Source: an optimization exercise on an open RTL-to-GDS flow (aim: small area). Production flows keep margins and buffers that such runs may drop.
The RTL was checked by simulation tests, not by an equivalence proof against the original design.
Power figures rest on the tool's default switching activity, not on a simulated workload.

==> flow/design.v <==
package baby_vga_pkg;
    typedef enum logic [1:0] {
        acc_byte = 2'b00,   
        acc_half = 2'b01,   
        acc_word = 2'b10,   
        acc_none = 2'b11    
    } access_t;
    localparam int num_cols = 32;
    localparam int num_rows = 16;
    typedef logic [num_cols-1:0] row_t;
    typedef logic [$clog2(num_rows)-1:0] row_addr_t;
    localparam int def_col_clks  = 32;    
    localparam int def_row_lines = 48;    
    localparam int def_h_front = 24;
    localparam int def_h_sync  = 136;
    localparam int def_h_back  = 160;
    localparam int def_v_front = 3;
    localparam int def_v_sync  = 6;
    localparam int def_v_back  = 29;
endpackage
module bus_port (
    input  logic                  clk,
    input  logic                  rst_n,
    input  baby_vga_pkg::access_t data_read_n,
    output logic                  rd_strobe,    
    output logic                  data_ready
);
    logic [1:0] st;
    assign rd_strobe  = rst_n && (data_read_n == baby_vga_pkg::acc_word) && !st[0];
    assign data_ready = st[1] && !st[0];
    always_ff @(posedge clk) begin
        if (!rst_n) begin
            st <= 2'b00;
        end else begin
            st[0] <= rd_strobe || (st == 2'b01);
            st[1] <= st[0];
        end
    end
endmodule
module frame_store (
    input  logic                    clk,
    input  logic                    rst_n,
    input  logic [3:0]              addr,        
    input  logic                    wr_en,       
    input  baby_vga_pkg::row_t      wr_data,
    input  logic                    rd_strobe,   
    input  logic [3:0]              fr,          
    output logic                    disp_hit,    
    output baby_vga_pkg::row_t      rp,          
    output baby_vga_pkg::row_t      data_out
);
    baby_vga_pkg::row_t mem [baby_vga_pkg::num_rows];
    baby_vga_pkg::row_t din_g;
    logic [3:0]         sel;
    logic               addr_is_fr;
    logic               byp;
    assign din_g = wr_data & {32{rst_n}};
    for (genvar r = 0; r < baby_vga_pkg::num_rows; r++) begin : g_row
        always_ff @(posedge clk) begin
            if (!rst_n || (wr_en && addr == 4'(r))) begin
                mem[r] <= din_g;
            end
        end
    end
    assign addr_is_fr = (addr == fr);
    assign sel        = rd_strobe ? addr : fr;
    assign disp_hit   = !rd_strobe || addr_is_fr;
    assign byp        = !rst_n || (wr_en && (rd_strobe || addr_is_fr));
    always_comb begin
        rp = byp ? din_g : '0;
        for (int r = 0; r < baby_vga_pkg::num_rows; r++) begin
            rp |= (!byp && sel == 4'(r)) ? mem[r] : '0;
        end
    end
    always_ff @(posedge clk) begin
        if (rd_strobe) begin
            data_out <= rp;
        end
    end
endmodule
module vga_timing (
    input  logic       clk,
    input  logic       rst_n,
    output logic [3:0] fr,         
    output logic [4:0] fc,         
    output logic       cell_chg,   
    output logic       vis,        
    output logic       hsync_l,    
    output logic       vsync_l
);
    logic [10:0] xq;
    logic [5:0]  vc;     
    logic [3:0]  grp;    
    logic        vb;     
    logic [3:0]  grp1;
    logic        line_end;
    logic        last;
    logic        hb;
    assign line_end = (xq == 11'd1343);
    assign last     = vb ? (vc == 6'd37) : (vc == 6'd47);
    assign hb       = xq[10];
    assign grp1     = grp + 4'd1;
    always_ff @(posedge clk) begin
        if (!rst_n) begin
            xq  <= 11'd1;
            vc  <= '0;
            grp <= '0;
            vb  <= 1'b0;
        end else begin
            xq <= line_end ? 11'd0 : xq + 11'd1;
            if (line_end) begin
                if (last) begin
                    vc <= '0;
                    if (!vb) grp <= grp1;
                    vb <= !vb && (grp == 4'd15);
                end else begin
                    vc <= vc + 6'd1;
                end
            end
        end
    end
    assign fr       = (hb && last && !vb) ? grp1 : grp;
    assign fc       = hb ? 5'd0 : xq[9:5];
    assign cell_chg = (xq[4:0] == 5'd0) && !hb && (xq[9:5] != 5'd0);
    assign vis      = !vb && (xq != 11'd0) && (xq <= 11'd1024);
    assign hsync_l  = !((xq >= 11'd1050) && (xq <= 11'd1185));
    assign vsync_l  = !(vb && ((xq <= 11'd1) ? (vc >= 6'd4 && vc <= 6'd9)
                                             : (vc >= 6'd3 && vc <= 6'd8)));
endmodule
module pixel_out (
    input  logic               clk,
    input  logic               rst_n,
    input  baby_vga_pkg::row_t rp,
    input  logic               disp_hit,
    input  logic [4:0]         fc,
    input  logic               cell_chg,
    input  logic               vis,
    input  logic               hsync_l,
    input  logic               vsync_l,
    output logic [7:0]         uo_out
);
    logic cur, nxt;
    logic px_q;
    always_ff @(posedge clk) begin
        if (!rst_n) begin
            cur <= 1'b0;
        end else if (disp_hit) begin
            cur <= rp[fc];
        end else if (cell_chg) begin
            cur <= nxt;
        end
    end
    always_ff @(posedge clk) begin
        if (disp_hit) begin
            nxt <= rp[5'(fc + 5'd1)];
        end
    end
    always_ff @(posedge clk) begin
        if (!rst_n) begin
            px_q <= 1'b0;
        end else begin
            px_q <= vis && cur;
        end
    end
    assign uo_out = {hsync_l, {3{px_q}}, vsync_l, {3{px_q}}};
endmodule
module baby_vga (
    input  logic                  clk,
    input  logic                  rst_n,          
    input  logic [5:0]            address,        
    input  logic [31:0]           data_in,        
    input  logic [1:0]            data_write_n,   
    input  logic [1:0]            data_read_n,    
    output logic [31:0]           data_out,       
    output logic                  data_ready,     
    output logic [7:0]            uo_out          
);
    logic               rd_strobe;
    logic               disp_hit;
    baby_vga_pkg::row_t rp;
    logic [3:0]         fr;
    logic [4:0]         fc;
    logic               cell_chg, vis, hsync_l, vsync_l;
    bus_port bus_i (
        .clk        (clk),
        .rst_n      (rst_n),
        .data_read_n(baby_vga_pkg::access_t'(data_read_n)),
        .rd_strobe  (rd_strobe),
        .data_ready (data_ready)
    );
    frame_store store_i (
        .clk      (clk),
        .rst_n    (rst_n),
        .addr     (address[5:2]),
        .wr_en    (data_write_n == 2'b10),
        .wr_data  (data_in),
        .rd_strobe(rd_strobe),
        .fr       (fr),
        .disp_hit (disp_hit),
        .rp       (rp),
        .data_out (data_out)
    );
    vga_timing timing_i (
        .clk     (clk),
        .rst_n   (rst_n),
        .fr      (fr),
        .fc      (fc),
        .cell_chg(cell_chg),
        .vis     (vis),
        .hsync_l (hsync_l),
        .vsync_l (vsync_l)
    );
    pixel_out pixel_i (
        .clk     (clk),
        .rst_n   (rst_n),
        .rp      (rp),
        .disp_hit(disp_hit),
        .fc      (fc),
        .cell_chg(cell_chg),
        .vis     (vis),
        .hsync_l (hsync_l),
        .vsync_l (vsync_l),
        .uo_out  (uo_out)
    );
endmodule
==> flow/run.sh <==
#!/bin/bash
# synth_recipe.tcl (not shown) runs the flow's synth.tcl, then flattens the netlist and writes it again
# the make line also repeats each setting of config.mk as NAME=value (left out here)
make -C /OpenROAD-flow-scripts/flow DESIGN_CONFIG=/design/flow/config.mk WORK_HOME=/design/flow/orfs CLKGATE_MAP_FILE= SYNTH_SCRIPT=/design/flow/synth_recipe.tcl finish
==> flow/config.mk <==
export PLATFORM = sky130hd
export DESIGN_NAME = baby_vga
export DESIGN_NICKNAME = baby_vga
export VERILOG_FILES = /design/flow/design.v
export SDC_FILE = /design/flow/constraint.sdc
export NUM_CORES = 4
export LEC_CHECK = 0
export ABC_AREA = 1
export CAP_MARGIN = 20
export CORE_MARGIN = 2
export CORE_UTILIZATION = 60
export CTS_BUF_LIST = sky130_fd_sc_hd__clkbuf_16
export CTS_CLUSTER_DIAMETER = 80
export CTS_CLUSTER_SIZE = 24
export SLEW_MARGIN = 20
==> flow/constraint.sdc <==
create_clock -name core_clock -period 10.0 [get_ports {clk}]
set_input_delay 2.0000 -clock core_clock [delete_from_list [all_inputs] [get_ports {clk}]]
set_output_delay 2.0000 -clock core_clock [all_outputs]
set_load 0.01 [all_outputs]
==> results of run 1 <==
## area by class of cell
cell class,instances,area (um2),area share (%)
clock buffer,35,876,3.21
timing repair buffer,120,1110,4.07
clock inverter,18,193,0.706
sequential,571,16900,61.8
multi-input combinational,1346,6850,25.1
inverter,194,728,2.67
tap,532,666,2.44
## stage by stage
step / power, W / hold slack (ps)
final: 0.00475 / 453
after global routing: 0.00487 / 492
after CTS: 0.00475 / 454
after detailed placement: 0.00328 / 443
after global placement: 0.00327 / 434
after floorplan: 0.00311 / 422
## layout by cell type (no fill, tap or decap), drive strengths merged
| cell | count |
|---|---|
| nand4 | 351 |
| and3 | 3 |
| a21oi | 19 |
| or2 | 1 |
| nor3 | 7 |
| nand2 | 493 |
| a211oi | 1 |
| inv | 202 |
| nor2 | 223 |
| nand3 | 118 |
| xor2 | 6 |
| dfxtp | 26 |
| o211ai | 7 |
| nor3b | 8 |
| clkbuf | 35 |
| o22ai | 2 |
| nor4 | 5 |
| o21ai | 73 |
| buf | 39 |
| edfxtp | 545 |
| o2111ai | 1 |
| clkdlybuf4s50 | 81 |
| o21bai | 1 |
| nand3b | 2 |
| clkinvlp | 2 |
| clkinv | 7 |
| ha | 9 |
| a31oi | 5 |
| bufinv | 1 |
| o31ai | 4 |
| o21a | 2 |
| and2 | 5 |
## power breakdown
part / total [W] / switching, W / internal [W]
clock network: 0.00151 / 0.000816 / 0.000691
registers: 0.00287 / 0.0000473 / 0.00283
logic: 0.000363 / 0.000281 / 0.0000822
## cells by family after synthesis
family / count (synthesis) / share of synthesized area (%)
and+or+nand+nor: 1216 / 23.1
DFF: 571 / 67.6
buffers and inverters: 336 / 6.00
AOI/OAI and AO/OA: 115 / 2.55
adders and majority gates: 9 / 0.451
xor gates and xnor gates: 6 / 0.211
## path summary, 6_finish.rpt
check | start | endpoint | slack [ps] | cells past startpoint
worst max register to register | timing_i.xq[10]$_SDFF_PP0_ | pixel_i.nxt$_DFFE_PP_ | 4470 | 26
worst min register to register | bus_i.st[1]$_SDFF_PN0_ | bus_i.st[0]$_SDFF_PN0_ | 450 | 1
worst min-delay path | bus_i.st[1]$_SDFF_PN0_ | bus_i.st[0]$_SDFF_PN0_ | 450 | 1
worst max-delay path | data_read_n[0] | pixel_i.nxt$_DFFE_PP_ | 3270 | 22
## state kept, by name, indices dropped and copies added, names as in the netlist
| register | flops |
|---|---|
| bus_i.st | 2 |
| pixel_i.cur | 1 |
| pixel_i.nxt | 1 |
| pixel_i.px_q | 1 |
| store_i.data_out | 32 |
| store_i.mem | 512 |
| timing_i.grp | 4 |
| timing_i.vb | 1 |
| timing_i.vc | 6 |
| timing_i.xq | 11 |
## critical path: cells and delay by family
family	cells	cell delay (ps)
buf+inv	4	1830
compound gates	1	100
simple gates	17	2940
## per-layer routing
layer,vias to the layer above,part of all wire (%)
li1,8037,-
met4,0,4.1
met1,8622,40
met2,1019,45
met3,168,11
met5,-,0
==> insert_results.sql, run 1 <==
INSERT INTO impl_metrics (metric_group, metric, value, unit) VALUES
('min_path', 'worst_hold_path_type', 'register to register', ''),
('yosys', 'asyncSetResetFlopFracSynth', '0', '%'),
('timing', 'fmax', '0.149', 'GHz'),
('timing', 'fin_skew', '19.2', 'ps'),
('timing', 'least_margin_pin_slew', '997', 'ps'),
('power', 'p_leak', '10.6', 'nW'),
('yosys', 'post_synthesis_sequential_area_ratio', '67.6', '%'),
('timing', 'slew_violations', '0', ''),
('cells_and_area', 'num_antenna_cells', '0', ''),
('cells_and_area', 'syn_to_final_growth', '9.41', '%'),
('routing', 'vias_per_cell', '6.34', ''),
('global_routing', 'global_route.peak_usage_layer', 'met2', ''),
('critical_path', 'crit_path_cell_trace', 'clkdlybuf4s50_1 > nor2_1 > and3_2 > inv_1 > nand2_1 > nand2_8 > buf_4 > nand2_1 > buf_4 > nand2_1 > nand2_1 > nor2_1 > nand2_1 > nor2_1 > and2_1 > nand2_1 > o211ai_1 > nand3_1 > nand3_1 > nand2_1 > nand2_1 > nand2_1', ''),
('cells_and_area', 'final_area', '0.0273', 'mm2'),
('critical_path', 'element_type_at_the_critical_path_start', 'input pin', ''),
('run', 'drv.max_cap_violation_count', '0', ''),
('timing', 'timing.final.setup_violations', '0', ''),
('status', 'run_status', 'finished clean', ''),
('critical_path', 'cp.required', '10330', 'ps'),
('critical_path', 'crit_path_top_delay_cell', 'sky130_fd_sc_hd__buf_4', ''),
('placement', 'dpl_cell_area', '0.0262', 'mm2'),
('power', 'power_per_cell_area', '174', 'mW/mm2'),
('floorplan', 'die-area', '0.0433', 'mm2'),
('timing', 'timing.final.ws_setup', '3270', 'ps'),
('critical_path', 'critical_path.most_common_cell', 'sky130_fd_sc_hd__nand2_1', ''),
('cells_and_area', 'filler_cell_count', '3122', ''),
('routing', 'first_iter_violations', '2682', ''),
('timing', 'finalCritPeriodShare', '67.3', '%'),
('cells_and_area', 'layout-drive-gt1-share', '6.52', '%'),
('clock_network', 'clock_tree_from_tritoncts', 'done', ''),
('timing', 'tns', '0', 'ps'),
('timing', 'fin_crit', '6730', 'ps'),
('routing', 'drt-pass1-iter-count', '6', ''),
('yosys', 'synth-edff-count', '545', ''),
('yosys', 'synth.distinct_cells', '41', ''),
('clock_network', 'insertion_delay', '580', 'ps'),
('global_routing', 'number_of_global_route_vias_before_repair', '16349', ''),
('critical_path', 'crit_type', 'input pin to register', ''),
('cells_and_area', 'final_cells', '2816', ''),
('routing', 'num_vias', '17846', ''),
('global_routing', 'global_route_wire_length_before_repair', '105', 'mm'),
('routing', 'routed_wl', '71.5', 'mm'),
('yosys', 'synth_warnings', '5', ''),
('global_routing', 'grt_antenna_before_repair', '0', ''),
('placement', 'dp.final_hpwl', '40.3', 'mm'),
('critical_path', 'critPathArrivalTime', '7060', 'ps'),
('yosys', 'ranking_of_synthesized_cells_by_area', 'sky130_fd_sc_hd__edfxtp_1 (66%), sky130_fd_sc_hd__nand4_1 (8.8%), sky130_fd_sc_hd__nand2_1 (7.4%)', ''),
('floorplan', 'initial_core_util', '61.0', '%'),
('floorplan', 'placement_rows', '74', ''),
('yosys', 'cell_area_after_technology_mapping', '0.0250', 'mm2'),
('routing', 'detail_route.drc_violations', '0', ''),
('critical_path', 'cp_max_fo', '121', ''),
('floorplan', 'design.core.area', '0.0409', 'mm2'),
('routing', 'route.antenna.remaining_nets', '0', ''),
('yosys', 'synth_top_cell_area_share', '65.6', '%'),
('clock_network', 'postCtsResizedCells', '0', ''),
('floorplan', 'ios', '85', ''),
('cells_and_area', 'final_net_count', '2320', ''),
('floorplan', 'chipHeight', '208', 'um'),
('clock_network', 'postCtsHoldBufs', '0', ''),
('placement', 'numPortBuffers', '82', ''),
('critical_path', 'crit_end_category', 'register', ''),
('clock_network', 'cts_made_buffers', '34', ''),
('timing', 'rsz_0062_raised_after_global_routing', 'no', ''),
('clock_network', 'cts_root_buffer', 'sky130_fd_sc_hd__clkbuf_16', ''),
('yosys', 'syn_avg_cell_area', '11.1', 'um2'),
('placement', 'placed_cells_incl_taps', '2763', ''),
('routing', 'routedWlPerCell', '25.4', 'um'),
('timing', 'hold_violations', '0', ''),
('global_routing', 'grt_residual_overflow', '0', ''),
('yosys', 'dominant_cell_type_by_area_after_synthesis', 'sky130_fd_sc_hd__edfxtp_1', '');
==> run 2: changes to the inputs <==
--- a/flow/design.v
+++ b/flow/design.v
@@ -66,12 +66,7 @@
     assign sel        = rd_strobe ? addr : fr;
     assign disp_hit   = !rd_strobe || addr_is_fr;
     assign byp        = !rst_n || (wr_en && (rd_strobe || addr_is_fr));
-    always_comb begin
-        rp = byp ? din_g : '0;
-        for (int r = 0; r < baby_vga_pkg::num_rows; r++) begin
-            rp |= (!byp && sel == 4'(r)) ? mem[r] : '0;
-        end
-    end
+    assign rp         = byp ? din_g : mem[sel];
     always_ff @(posedge clk) begin
         if (rd_strobe) begin
             data_out <= rp;
@@ -123,8 +118,8 @@
     assign fc       = hb ? 5'd0 : xq[9:5];
     assign cell_chg = (xq[4:0] == 5'd0) && !hb && (xq[9:5] != 5'd0);
     assign vis      = !vb && (xq != 11'd0) && (xq <= 11'd1024);
-    assign hsync_l  = !((xq >= 11'd1050) && (xq <= 11'd1185));
-    assign vsync_l  = !(vb && ((xq <= 11'd1) ? (vc >= 6'd4 && vc <= 6'd9)
+    assign hsync_l  = !((xq >= 11'd1049) && (xq <= 11'd1184));
+    assign vsync_l  = !(vb && ((xq == 11'd0) ? (vc >= 6'd4 && vc <= 6'd9)
                                              : (vc >= 6'd3 && vc <= 6'd8)));
 endmodule
 module pixel_out (
@@ -140,7 +135,7 @@
     output logic [7:0]         uo_out
 );
     logic cur, nxt;
-    logic px_q;
+    logic hs_q, vs_q, px_q;
     always_ff @(posedge clk) begin
         if (!rst_n) begin
             cur <= 1'b0;
@@ -157,12 +152,16 @@
     end
     always_ff @(posedge clk) begin
         if (!rst_n) begin
+            hs_q <= 1'b1;
+            vs_q <= 1'b1;
             px_q <= 1'b0;
         end else begin
+            hs_q <= hsync_l;
+            vs_q <= vsync_l;
             px_q <= vis && cur;
         end
     end
-    assign uo_out = {hsync_l, {3{px_q}}, vsync_l, {3{px_q}}};
+    assign uo_out = {hs_q, {3{px_q}}, vs_q, {3{px_q}}};
 endmodule
 module baby_vga (
     input  logic                  clk,
--- a/flow/config.mk
+++ b/flow/config.mk
@@ -8,8 +8,5 @@
 export ABC_AREA = 1
 export CAP_MARGIN = 20
 export CORE_MARGIN = 2
-export CORE_UTILIZATION = 60
-export CTS_BUF_LIST = sky130_fd_sc_hd__clkbuf_16
-export CTS_CLUSTER_DIAMETER = 80
-export CTS_CLUSTER_SIZE = 24
+export CORE_UTILIZATION = 40
 export SLEW_MARGIN = 20
==> insert_results.sql, run 2 <==
INSERT INTO impl_metrics (metric_group, metric, value, unit) VALUES
('timing', 'timing.final.setup_violations', '0', ''),
('yosys', 'post_syn_nets', '2321', ''),
('global_routing', 'number_of_global_route_vias_before_repair', '16180', ''),
('power', 'power.switching_fraction', '23.1', '%'),
('cells_and_area', 'top_register', 'store_i.mem', ''),
('global_routing', 'grt_antenna_before_repair', '1', ''),
('critical_path', 'timing.reg2reg.setup_slack', '4510', 'ps'),
('critical_path', 'cp.required', '10470', 'ps'),
('power', 'p_seq_share', '53.2', '%'),
('cells_and_area', 'layout-drive-gt1-share', '7.80', '%'),
('yosys', 'synth_cells', '2268', ''),
('yosys', 'ys_top_cells_by_count', 'sky130_fd_sc_hd__nand2_1 (632), sky130_fd_sc_hd__edfxtp_1 (545), sky130_fd_sc_hd__nand3_1 (327)', ''),
('status', 'run_status', 'finished clean', ''),
('power', 'power_frac_comb', '7.0', '%'),
('routing', 'detail_route.drc_violations', '0', ''),
('clock_network', 'post_cts_buffers', '0', ''),
('critical_path', 'worst_r2r_startpoint', 'bus_i.st[0]$_SDFF_PN0_', ''),
('clock_network', 'clkSlewWorstSetupHoldPaths', '60', 'ps'),
('global_routing', 'grtUsageMet1', '32.0', '%'),
('placement', 'dp_slack', '2470', 'ps'),
('clock_network', 'clkSinkCount', '573', ''),
('yosys', 'synth-edff-count', '545', ''),
('timing', 'fin_skew', '17.1', 'ps'),
('power', 'p_leak', '11.0', 'nW'),
('critical_path', 'critical_path.max_stage_delay', '790', 'ps'),
('routing', 'first_iter_violations', '2034', ''),
('critical_path', 'critical_path.n_buffers_inverters', '5', ''),
('power', 'power.share.clock', '39.8', '%'),
('critical_path', 'cp.depth', '23', ''),
('power', 'post-layout-total-power', '0.00543', 'W'),
('cells_and_area', 'num_antenna_cells', '0', ''),
('critical_path', 'crit_path_cell_trace', 'clkdlybuf4s50_1 > nor2_1 > nand3_1 > clkinv_1 > buf_4 > nand2_1 > nand2_1 > nor2_4 > buf_4 > nand2_2 > inv_2 > nand2_1 > nand2_1 > nor2_1 > nand2_1 > o21ai_1 > nand2_1 > o21ai_0 > o211ai_1 > nand3_1 > nand2_1 > nand2_1 > nand2_1', ''),
('placement', 'gp_congestion', '0.882', ''),
('timing', 'whs', '460', 'ps'),
('cells_and_area', 'final_cells', '3179', ''),
('clock_network', 'postCtsHoldBufs', '0', ''),
('yosys', 'post_synthesis_sequential_area_ratio', '69.1', '%'),
('cells_and_area', 'syn_to_final_growth', '14.6', '%'),
('floorplan', 'design.core.area', '0.0605', 'mm2'),
('timing', 'finalCritPeriodShare', '69.8', '%'),
('global_routing', 'grt_residual_overflow', '0', ''),
('timing', 'timing.slew.headroom', '32.3', '%'),
('placement', 'placed_cells_incl_taps', '3072', ''),
('cells_and_area', 'biggestRegsByFlops', 'store_i.mem x512, store_i.data_out x32, timing_i.xq x11', ''),
('global_routing', 'global_route.peak_usage_layer', 'met2', ''),
('placement', 'dp.final_hpwl', '41.3', 'mm'),
('clock_network', 'insertion_delay', '620', 'ps'),
('timing', 'timing.final.ws_setup', '3020', 'ps'),
('critical_path', 'crit_path_top_delay_cell', 'sky130_fd_sc_hd__nor2_4', ''),
('critical_path', 'critPathArrivalTime', '7460', 'ps'),
('timing', 'fin_crit', '6980', 'ps'),
('clock_network', 'cts_max_path_buffers', '3', ''),
('power', 'vdd_drop_max', '0.000126', 'V'),
('floorplan', 'initial_core_util', '40.5', '%'),
('critical_path', 'ff2ff_path_depth', '22', ''),
('global_routing', 'global_route_wire_length_before_repair', '107', 'mm'),
('critical_path', 'setup_crit_start', 'data_read_n[0]', ''),
('yosys', 'syn_avg_cell_area', '10.8', 'um2'),
('cells_and_area', 'final_net_count', '2404', ''),
('timing', 'tns', '0', 'ps'),
('global_routing', 'globalRouteMet2Util', '37.4', '%'),
('routing', 'routedWlPerCell', '23.2', 'um'),
('routing', 'drt-pass1-iter-count', '5', ''),
('routing', 'num_vias', '17326', ''),
('timing', 'rsz_0062_raised_after_global_routing', 'no', ''),
('critical_path', 'cp_max_fo', '26', ''),
('yosys', 'cell_area_after_technology_mapping', '0.0245', 'mm2'),
('critical_path', 'crit_end_category', 'register', ''),
('floorplan', 'ios', '85', ''),
('critical_path', 'crit-reg2reg-capture', 'pixel_i.nxt$_DFFE_PP_', ''),
('run', 'drv.max_cap_violation_count', '0', ''),
('min_path', 'worst_hold_path_type', 'register to register', ''),
('power', 'power_per_cell_area', '193', 'mW/mm2'),
('placement', 'numPortBuffers', '82', ''),
('routing', 'route.antenna.remaining_nets', '0', ''),
('cells_and_area', 'largest_register_ff_count', '512', ''),
('critical_path', 'cp_top_family', 'simple AND/OR/NAND/NOR gates', ''),
('critical_path', 'element_type_at_the_critical_path_start', 'input pin', ''),
('yosys', 'synth_warnings', '5', ''),
('cells_and_area', 'layout_commonest_cell', 'sky130_fd_sc_hd__nand2_1', ''),
('yosys', 'dominant_cell_type_by_area_after_synthesis', 'sky130_fd_sc_hd__edfxtp_1', ''),
('yosys', 'synth_top_cell_area_share', '66.8', '%'),
('yosys', 'synth_most_common_cell', 'sky130_fd_sc_hd__nand2_1', ''),
('floorplan', 'die-area', '0.0632', 'mm2'),
('yosys', 'ranking_of_synthesized_cells_by_area', 'sky130_fd_sc_hd__edfxtp_1 (67%), sky130_fd_sc_hd__nand2_1 (9.7%), sky130_fd_sc_hd__nand3_1 (6.7%)', ''),
('critical_path', 'worst_setup_path_endpoint', 'pixel_i.nxt$_DFFE_PP_', ''),
('clock_network', 'cts_max_level', '2', ''),
('yosys', 'ys_seq_elements', '573', ''),
('critical_path', 'crit_type', 'input pin to register', ''),
('power', 'cellInternalPower', '0.00418', 'W'),
('global_routing', 'track_usage', '23.1', '%'),
('clock_network', 'cts_made_buffers', '59', ''),
('timing', 'hold_violations', '0', ''),
('power', 'power.switching', '0.00125', 'W'),
('yosys', 'synth.distinct_cells', '37', ''),
('timing', 'fmax', '0.143', 'GHz'),
('global_routing', 'grt_max_degree', '56', ''),
('floorplan', 'die_w', '251', 'um'),
('global_routing', 'met3_usage', '3.95', '%'),
('timing', 'least_margin_pin_slew', '1010', 'ps'),
('clock_network', 'clock_tree_from_tritoncts', 'done', ''),
('clock_network', 'cts_root_buffer', 'sky130_fd_sc_hd__clkbuf_16', ''),
('floorplan', 'chipHeight', '251', 'um'),
('yosys', 'asyncSetResetFlopFracSynth', '0', '%'),
('floorplan', 'placement_rows', '90', ''),
('cells_and_area', 'commonest_cells_after_routing_fill_and_taps_aside', 'sky130_fd_sc_hd__nand2_1 (632), sky130_fd_sc_hd__edfxtp_1 (545), sky130_fd_sc_hd__nand3_1 (327)', ''),
('routing', 'vias_per_cell', '5.45', ''),
('routing', 'routed_wl', '73.8', 'mm'),
('timing', 'slew_violations', '0', ''),
('yosys', 'synth_flop_cell', 'sky130_fd_sc_hd__edfxtp_1', ''),
('critical_path', 'critical_path.most_common_cell', 'sky130_fd_sc_hd__nand2_1', ''),
('clock_network', 'postCtsResizedCells', '0', '');
[run 2: cell count changes in the layout (fill, tap and decap cells not counted), sizes merged, moves of 12 or more]
cell	previous run	this run
nand3	118	329
o21ai	73	128
nand2	493	650
clkbuf	35	72
nor2	223	235
nand4	351	9
clkinv	7	28
inv	202	167
[run 2: worst min path at each step]
stage | cells after the start | start | end
2_1_floorplan | 1 | bus_i.st[1]$_SDFF_PN0_ | bus_i.st[0]$_SDFF_PN0_
6_report | 1 | bus_i.st[1]$_SDFF_PN0_ | bus_i.st[0]$_SDFF_PN0_
5_1_grt | 1 | bus_i.st[1]$_SDFF_PN0_ | bus_i.st[0]$_SDFF_PN0_
4_1_cts | 1 | bus_i.st[1]$_SDFF_PN0_ | bus_i.st[0]$_SDFF_PN0_
3_5_place_dp | 1 | bus_i.st[1]$_SDFF_PN0_ | bus_i.st[0]$_SDFF_PN0_
3_3_place_gp | 1 | bus_i.st[1]$_SDFF_PN0_ | bus_i.st[0]$_SDFF_PN0_
[run 2: through the flow]
stage | utilization, % | cell area [um2]
final | 46.4 | 28100
after global routing | 46.4 | 28100
after CTS | 46.4 | 28100
after detailed placement | 43.3 | 26200
after global placement | 43.3 | 26200
after floorplan | - | 24500
[run 2: cell type report]
class / count / area (um2)
multi-input combinational: 1429 / 6560
timing repair buffer: 119 / 1100
clock buffer: 72 / 1550
tap: 782 / 978
inverter: 169 / 634
sequential: 573 / 16900
clock inverter: 35 / 339
fill: 5356 / 32400
[run 2: cells by family (layout without fill, tap and decap cells)]
logic type               after synthesis  in the layout  share of synthesized area [%]
AND/OR/NAND/NOR                     1247           1247                           21.6
buffers and inverters                266            395                           4.94
AO/OA/AOI/OAI                        170            170                           3.77
flip-flops                           573            573                           69.1
multiplexers                           1              1                         0.0460
XOR/XNOR                               2              2                         0.0715
adder cells (fa/ha/maj)                9              9                          0.460
[run 2: worst register-to-register path, stage by stage (launching register included)]
cell,delay [ps]
sky130_fd_sc_hd__dfxtp_1,350
sky130_fd_sc_hd__nor2_1,50
sky130_fd_sc_hd__nand3_1,320
sky130_fd_sc_hd__clkinv_1,560
sky130_fd_sc_hd__buf_4,460
sky130_fd_sc_hd__nand2_1,120
sky130_fd_sc_hd__nand2_1,130
sky130_fd_sc_hd__nor2_4,790
sky130_fd_sc_hd__buf_4,350
sky130_fd_sc_hd__nand2_2,220
sky130_fd_sc_hd__inv_2,580
sky130_fd_sc_hd__nand2_1,120
sky130_fd_sc_hd__nand2_1,100
sky130_fd_sc_hd__nor2_1,50
sky130_fd_sc_hd__nand2_1,70
sky130_fd_sc_hd__o21ai_1,140
sky130_fd_sc_hd__nand2_1,250
sky130_fd_sc_hd__o21ai_0,120
sky130_fd_sc_hd__o211ai_1,250
sky130_fd_sc_hd__nand3_1,110
sky130_fd_sc_hd__nand2_1,100
sky130_fd_sc_hd__nand2_1,50
sky130_fd_sc_hd__nand2_1,90
[run 2: power by group through the flow]
stage / Sequential [W] / Combinational (W) / Clock, W
after global placement: 0.00293 / 0.000373 / 0
after detailed placement: 0.00294 / 0.000378 / 0
after CTS: 0.00289 / 0.000379 / 0.00218
after global routing: 0.00290 / 0.000410 / 0.00227
final: 0.00289 / 0.000383 / 0.00216
after floorplan: 0.00293 / 0.000201 / 0
[run 2: metal layers]
layer | vias up | routed length (um)
met5 | - | 0
met4 | 0 | 2220
met3 | 153 | 6770
met2 | 906 | 34500
met1 | 8357 | 30400
li1 | 7910 | -

## what the ideal ports hide
Ports are ideal in the flow. The routed layouts listed here were re-timed in OpenROAD.
Step 1: set_driving_cell puts a clkbuf_16 on clk and a buf_2 on each other input, an assumption about the parent block.
Step 2 times the ports against the registers' clock, not the clock port: input delays grow and output delays shrink by t, the midpoint of the rising clock arrivals with the driver on.
a / b / c = no drivers / after step 1 / after step 2; a / b = the first two.
run	t, ns	setup slack, ns	worst hold slack (ns)	worst register clock-pin slew, ns	pins driven straight from the clock port
run 1	0.635	3.275 / 3.308 / 2.673	0.453 / 0.453 / 0.453	0.10 / 0.10	1
run 2	0.669	3.016 / 3.046 / 2.376	0.460 / 0.460 / 0.460	0.06 / 0.06	1
After both steps setup and hold are still met in every run listed. For run 2, which loses most, drivers alone change the setup slack by +0.030 ns; drivers and shift together by -0.640 ns.
